Context: an optimization exercise on an open-source flow, tuned for small area. The choices shown serve that exercise and are no tape-out recipe. Only simulation tests tie the RTL to the original design; equivalence was not proved. No activity file was given, so power comes from the tool's default toggle rates.

<file path="flow/run.sh">
#!/bin/bash
# synth_recipe.tcl (not shown) runs the flow's synth.tcl, then flattens the netlist and writes it again
# the make line also repeats each setting of config.mk as NAME=value (left out here)
make -C /OpenROAD-flow-scripts/flow DESIGN_CONFIG=/design/flow/config.mk WORK_HOME=/design/flow/orfs CLKGATE_MAP_FILE= SYNTH_SCRIPT=/design/flow/synth_recipe.tcl finish
</file>
<file path="flow/config.mk">
export PLATFORM = sky130hd
export DESIGN_NAME = stream_tile_compositor
export DESIGN_NICKNAME = stream_tile_compositor
export VERILOG_FILES = /design/flow/design.v
export SDC_FILE = /design/flow/constraint.sdc
export NUM_CORES = 4
export LEC_CHECK = 0
export CAP_MARGIN = 20
export CORE_MARGIN = 2
export CORE_UTILIZATION = 40
export SLEW_MARGIN = 20
</file>
<file path="flow/constraint.sdc">
create_clock -name core_clock -period 8.0 [get_ports {clk}]
set_input_delay 1.6000 -clock core_clock [delete_from_list [all_inputs] [get_ports {clk}]]
set_output_delay 1.6000 -clock core_clock [all_outputs]
set_load 0.01 [all_outputs]
</file>
<file path="flow/design.v">
module stream_tile_compositor #(
    parameter int unsigned TILE_W  = 16,
    parameter int unsigned TILE_H  = 2,
    parameter int unsigned COLOR_W = 8,
    parameter int unsigned DEPTH_W = 8
) (
    input  logic                        clk,
    input  logic                        reset,
    input  logic                        clear_req,
    input  logic                        rd_start,
    input  logic                        s_valid,
    output logic                        s_ready,
    input  logic [$clog2(TILE_H)-1:0]   s_row,
    input  logic [$clog2(TILE_W)-1:0]   s_start_x,
    input  logic [DEPTH_W-1:0]          s_depth,
    input  logic                        s_mode,
    input  logic [TILE_W*COLOR_W-1:0]   s_data,
    output logic                        o_valid,
    input  logic                        o_ready,
    output logic [COLOR_W-1:0]          o_color,
    output logic [$clog2(TILE_W)-1:0]   o_x,
    output logic [$clog2(TILE_H)-1:0]   o_y,
    output logic                        o_last,
    output logic                        busy
);
    localparam int unsigned XW   = $clog2(TILE_W);
    localparam int unsigned YW   = $clog2(TILE_H);
    localparam int unsigned IW   = XW + YW;
    localparam int unsigned NPIX = TILE_W * TILE_H;
    typedef enum logic [1:0] {IDLE, CLEAR, READOUT} state_t;
    state_t             state, state_nxt;
    logic [YW-1:0]      row_cnt;
    logic [IW-1:0]      pix_idx;
    logic               span_fire;
    logic               in_rd;
    logic [COLOR_W-1:0] color_mem [TILE_H][TILE_W];
    logic [DEPTH_W-1:0] depth_mem [TILE_H][TILE_W];
    logic [TILE_W-1:0]  wr_en;
    logic [COLOR_W-1:0] wr_color [TILE_W];
    logic [XW-1:0]      lane;
    logic [COLOR_W-1:0] lane_val;
    logic [COLOR_W:0]   sum;
    assign span_fire = s_valid && s_ready;
    assign in_rd     = (state == READOUT);
    always_comb begin
        wr_en    = '0;
        lane     = '0;
        lane_val = '0;
        sum      = '0;
        for (int unsigned x = 0; x < TILE_W; x++) begin
            lane        = XW'(x) - s_start_x;
            lane_val    = s_data[lane*COLOR_W +: COLOR_W];
            sum         = {1'b0, color_mem[s_row][x]} + {1'b0, lane_val};
            wr_en[x]    = span_fire && (XW'(x) >= s_start_x)
                          && (s_depth >= depth_mem[s_row][x])
                          && ((s_depth == '0) || (lane_val != '0));
            wr_color[x] = s_mode ? (sum[COLOR_W] ? '1 : sum[COLOR_W-1:0]) : lane_val;
        end
    end
    always_ff @(posedge clk or posedge reset) begin
        if (reset) begin
            for (int unsigned y = 0; y < TILE_H; y++) begin
                for (int unsigned x = 0; x < TILE_W; x++) begin
                    color_mem[y][x] <= '0;
                    depth_mem[y][x] <= '0;
                end
            end
        end else if (state == CLEAR) begin
            for (int unsigned x = 0; x < TILE_W; x++) begin
                color_mem[row_cnt][x] <= '0;
                depth_mem[row_cnt][x] <= '0;
            end
        end else begin
            for (int unsigned x = 0; x < TILE_W; x++) begin
                if (wr_en[x]) begin
                    color_mem[s_row][x] <= wr_color[x];
                    depth_mem[s_row][x] <= s_depth;
                end
            end
        end
    end
    always_ff @(posedge clk or posedge reset) begin
        if (reset) begin
            state   <= IDLE;
            row_cnt <= '0;
            pix_idx <= '0;
        end else begin
            state <= state_nxt;
            case (state)
                IDLE: begin
                    row_cnt <= '0;
                    pix_idx <= '0;
                end
                CLEAR:   row_cnt <= row_cnt + 1'b1;
                READOUT: if (o_ready) pix_idx <= pix_idx + 1'b1;
                default: ;
            endcase
        end
    end
    always_comb begin
        state_nxt = state;
        s_ready   = 1'b0;
        o_valid   = 1'b0;
        busy      = (state != IDLE);
        case (state)
            IDLE: begin
                s_ready = !clear_req && !rd_start;
                if (clear_req)     state_nxt = CLEAR;
                else if (rd_start) state_nxt = READOUT;
            end
            CLEAR: begin
                if (row_cnt == YW'(TILE_H - 1)) state_nxt = IDLE;
            end
            READOUT: begin
                o_valid = 1'b1;
                if (o_ready && o_last) state_nxt = IDLE;
            end
            default: state_nxt = IDLE;
        endcase
    end
    assign o_x     = in_rd ? pix_idx[XW-1:0] : '0;
    assign o_y     = in_rd ? pix_idx[IW-1:XW] : '0;
    assign o_color = in_rd ? color_mem[pix_idx[IW-1:XW]][pix_idx[XW-1:0]] : '0;
    assign o_last  = in_rd && (pix_idx == IW'(NPIX - 1));
endmodule
</file>
==> parameters.txt <==
Parameter                              Value

Status
  Result of the run  timing/DRC/antenna clean

Placed design
  Total placed cells including tap cells    between 4000 and 5000
  Setup slack after placement    a little under 1 ns
  Post-detail-place hpwl    117000 um
  Area after detailed placement    42800 um2
  RePlAce Congestion    between 1 and 1.5
  Count of buffers from port buffering    164

Run
  Max Cap Violations    0

Routing
  Number of vias per cell after detailed routing    roughly 6.6
  Residual antenna-violating net count after detailed routing    0
  Final routed DRC violation total    0
  Number of iterations in the first detailed-routing pass    7
  Routed length per placed instance    ~31 um
  Detailed-route via count    approximately 33000
  Number of DRC markers in iteration 0    approximately 3600
  Detailed Route WL    approximately 150000 um

Timing
  Final Skew    about 0.025 ns
  Achievable clock frequency    147 MHz
  Slew Limit Fails    0
  Fin worst setup slack    ~1.2 ns
  Tightest Pin Transition    approximately 1.1 ns
  Count of endpoints failing setup in the final report    0
  Final critical-path share of the clock period    a little over four fifths
  Number of hold violations in the final report    0
  Hold Worst Slack    about 0.48 ns
  Relative max-transition margin    about 25%
  Setup TNS Final    0 ns
  RSZ-0062 raised after global routing    false
  Minimum clock period after layout    between 6 and 7 ns

Power and ir drop
  Final Total Pwr    about 15 mW
  Leakage Power    approximately 19 nW
  IR Drop Worst-Case VDD    198 uV
  P per Cell Area    between 300 and 400 nW/um2

Logic synthesis
  Post-synthesis instance area    ~40000 um2
  Share of the synthesized area in the top cell type    between 30% and 40%
  Post-synth EDFFs    0
  Share of cell area taken by muxes after synthesis    around 28%
  Largest cells by area after synthesis    sky130_fd_sc_hd__dfrtp_1 (33%), sky130_fd_sc_hd__mux4_2 (10%), sky130_fd_sc_hd__mux2_2 (9.2%), sky130_fd_sc_hd__ha_1 (8.3%), sky130_fd_sc_hd__mux2i_1 (4.9%)
  Leading register cell type out of synthesis    sky130_fd_sc_hd__dfrtp_1
  Post-synthesis area per instance    between 10 and 15 um2
  Number of synthesis warnings    4
  Synth Area in Compound Gates    between 10% and 20%
  Number of nets produced by synthesis    slightly below 4000
  Synth unique cells    94
  FFs w/ async S/R, synth    between 90% and 100%
  Main combinational cell family by area after synthesis    multiplexers
  Synthesized instance count    between 3000 and 4000
  Part of the Yosys area used for sequential elements    around a third
  Adder and majority gate portion of the synthesized area    under 10%
  Synthesized-area fraction occupied by xor and xnor cells    about 2.5%
  Number of storage elements in the synthesis netlist    520
  Post-synth top area cell    sky130_fd_sc_hd__dfrtp_1
  Simple logic cell fraction of the synthesized area    approximately 7.3%

Setup path
  Category of the most critical setup path    flop to output pin
  Kind of start point of the critical path    flop
  R2r endpoint    color_mem[30][4]$_DFFE_PP0P_
  Data arrival time of the worst path    roughly 5.2 ns
  Kind of end point of the critical path    output pin
  Data required time of the worst path    about 6.4 ns
  Largest driver fanout on the critical path    19
  Launching point of the worst reg2reg path    state[0]$_DFFE_PP0P_
  R2R setup slack    between 3 and 4 ns
  Register-to-Register Path Depth    10

Hold path
  Endpoint of the worst hold path    depth_mem[18][0]$_DFFE_PP0P_
  Hold Path Depth    2
  Class of the tightest hold or removal check    flop to flop
  Critical hold path startpoint    depth_mem[18][0]$_DFFE_PP0P_

GRT
  Antenna violations before repair    5
  Largest net degree at the start of global routing    between 150 and 200
  Total global-route track usage    a little under 30%
  Via count of the first global-routing pass    just over 30000
  Remaining global-route overflow    0
  Wire length of the first global-routing pass    around 220000 um

Clocking
  Total of hold buffers inserted after clock tree synthesis    0
  Number of setup buffers added after CTS    0
  Cts repair resizes    0
  TritonCTS Buffers    58
  Clock tree from TritonCTS    yes
  Reg clk slew, reported paths    approximately 0.060 ns
  Clk buf depth    3
  CTS sink count    520
  H-Tree Depth    2
  Clk root buf    sky130_fd_sc_hd__clkbuf_16
  Clk Latency, worst-skew pair    between 0.6 and 0.7 ns

Finish
  Final cell count without fillers    about 5000
  Area used by sequential logic in the layout    around 13000 um2
  Utilization after layout    45.6%
  Fill cell instance count of the final layout    9000
  Area used by multi-input combinational logic    around 26000 um2
  Commonest non-fill, non-tap cells in the layout    sky130_fd_sc_hd__dfrtp_1 (520), sky130_fd_sc_hd__mux2_2 (325), sky130_fd_sc_hd__ha_1 (264), sky130_fd_sc_hd__mux2i_1 (196), sky130_fd_sc_hd__mux4_2 (181)
  Final cell area excluding filler cells    44900 um2
  NumNets Final    4043
  Most frequent standard cell in the layout excluding fill and tap cells    sky130_fd_sc_hd__dfrtp_1
  Syn-to-layout area delta    12.8%
  Share of layout cells above drive strength 1    around 22%

Floorplan
  Effective utilization at floorplan    between 40 and 50%
  Die extent in x    319 um
  Die Area    roughly 100000 um2
  Core region area    just under 100000 um2
  Vertical extent of the die    319 um
  Number of placed I/O pins    between 150 and 200
  # rows    115
[final cells by class]
| type | instances | area share, % |
|---|---|---|
| timing repair buffer | 250 | 5.24 |
| multi-input combinational | 2727 | 57.1 |
| inverter | 63 | 0.535 |
| clock inverter | 23 | 0.766 |
| clock buffer | 83 | 3.80 |
| antenna | 2 | 0.0111 |
| tap | 1287 | 3.58 |
| sequential | 520 | 29.0 |
[worst max path at each step]
stage / from / end / slack [ns] / depth (start not counted)
floorplan: reset / color_mem[0][0]$_DFFE_PP0P_ / -0.66 / 1
global placement: s_start_x[0] / color_mem[16][4]$_DFFE_PP0P_ / 0.96 / 18
detailed placement: s_start_x[0] / color_mem[0][3]$_DFFE_PP0P_ / 0.98 / 18
CTS: pix_idx[2]$_DFFE_PP0P_ / o_color[0] / 1.48 / 10
global route: s_start_x[0] / color_mem[16][7]$_DFFE_PP0P_ / 1.18 / 18
finish: pix_idx[2]$_DFFE_PP0P_ / o_color[0] / 1.21 / 10
[routing by layer]
metal  up-vias  part of all wire [%]  wire length (um)  track usage (%)
met1     16400                    43             64800             41.1
met3       363                   8.8             13400             5.68
met5         -                 0.023                35                0
met4         6                   6.7             10200             16.6
met2      1664                    42             62900             42.2
li1      14000                     -                 -                -
[logic make-up (layout without fill, tap and decap cells)]
| kind of cell | after synthesis | after routing |
|---|---|---|
| buf+inv | 279 | 419 |
| simple gates | 601 | 601 |
| xor+xnor | 112 | 112 |
| flops | 520 | 520 |
| other cells | 0 | 2 |
| mux | 774 | 774 |
| compound gates | 961 | 961 |
| fa+ha+maj | 279 | 279 |
[report_power, final]
group | switching, mW | internal [mW] | total (mW)
Sequential | 1.07 | 3.58 | 4.66
Clock | 1.17 | 1.71 | 2.88
Combinational | 4.11 | 3.24 | 7.35
[worst max-delay path, cell delays in order (launching register included)]
cell and delay [ns]:
sky130_fd_sc_hd__dfrtp_1 0.57, sky130_fd_sc_hd__buf_4 0.37, sky130_fd_sc_hd__nand2b_1 0.47, sky130_fd_sc_hd__nor2_1 0.35, sky130_fd_sc_hd__a32o_1 0.30, sky130_fd_sc_hd__a221oi_1 0.49, sky130_fd_sc_hd__o2111ai_1 0.19, sky130_fd_sc_hd__a2111oi_1 0.97
sky130_fd_sc_hd__buf_4 0.28, sky130_fd_sc_hd__nor2_1 0.04, sky130_fd_sc_hd__clkdlybuf4s50_1 0.53
[synth_stat cells (46+ instances only)]
master	instances
sky130_fd_sc_hd__mux2_2	325
sky130_fd_sc_hd__a21o_1	59
sky130_fd_sc_hd__a22o_1	46
sky130_fd_sc_hd__o21ai_0	170
sky130_fd_sc_hd__o221ai_1	50
sky130_fd_sc_hd__dfrtp_1	520
sky130_fd_sc_hd__a22oi_1	52
sky130_fd_sc_hd__o2bb2ai_1	168
sky130_fd_sc_hd__clkbuf_1	104
sky130_fd_sc_hd__xnor2_1	76
sky130_fd_sc_hd__nand2_1	170
sky130_fd_sc_hd__inv_1	60
sky130_fd_sc_hd__mux2i_1	196
sky130_fd_sc_hd__a21oi_1	175
sky130_fd_sc_hd__nor2_1	159
sky130_fd_sc_hd__mux4_2	181
sky130_fd_sc_hd__ha_1	265
sky130_fd_sc_hd__buf_2	54
[flip-flops by register name, summed over array words and instances, names as in the netlist]
signal	count
color_mem	256
depth_mem	256
pix_idx	5
row_cnt	1
state	2

## port drivers added, routing unchanged
Ports are ideal in the flow. The routed layout listed here was re-timed in OpenROAD. Step 1: set_driving_cell puts a clkbuf_16 on clk and a buf_2 on each other input, an assumption about the parent block. Step 2 moves the port delays by t, midway between the first and last clock arrival at a register: inputs arrive t later, outputs are due t later. That takes back most of the time a late clock gives input paths. a / b / c = ideal / step 1 / step 2; a / b = the first two.
t, ns: 0.700
setup WS [ns]: 1.208 / 1.140 / 0.882
worst setup path after step 2: input to register
worst data-port slew with drivers (ns): 0.07
cell pins on the clock port's net: 1
After both steps setup and hold are still met in this run. For this run, drivers alone change the setup slack by -0.068 ns; drivers and shift together by -0.326 ns.
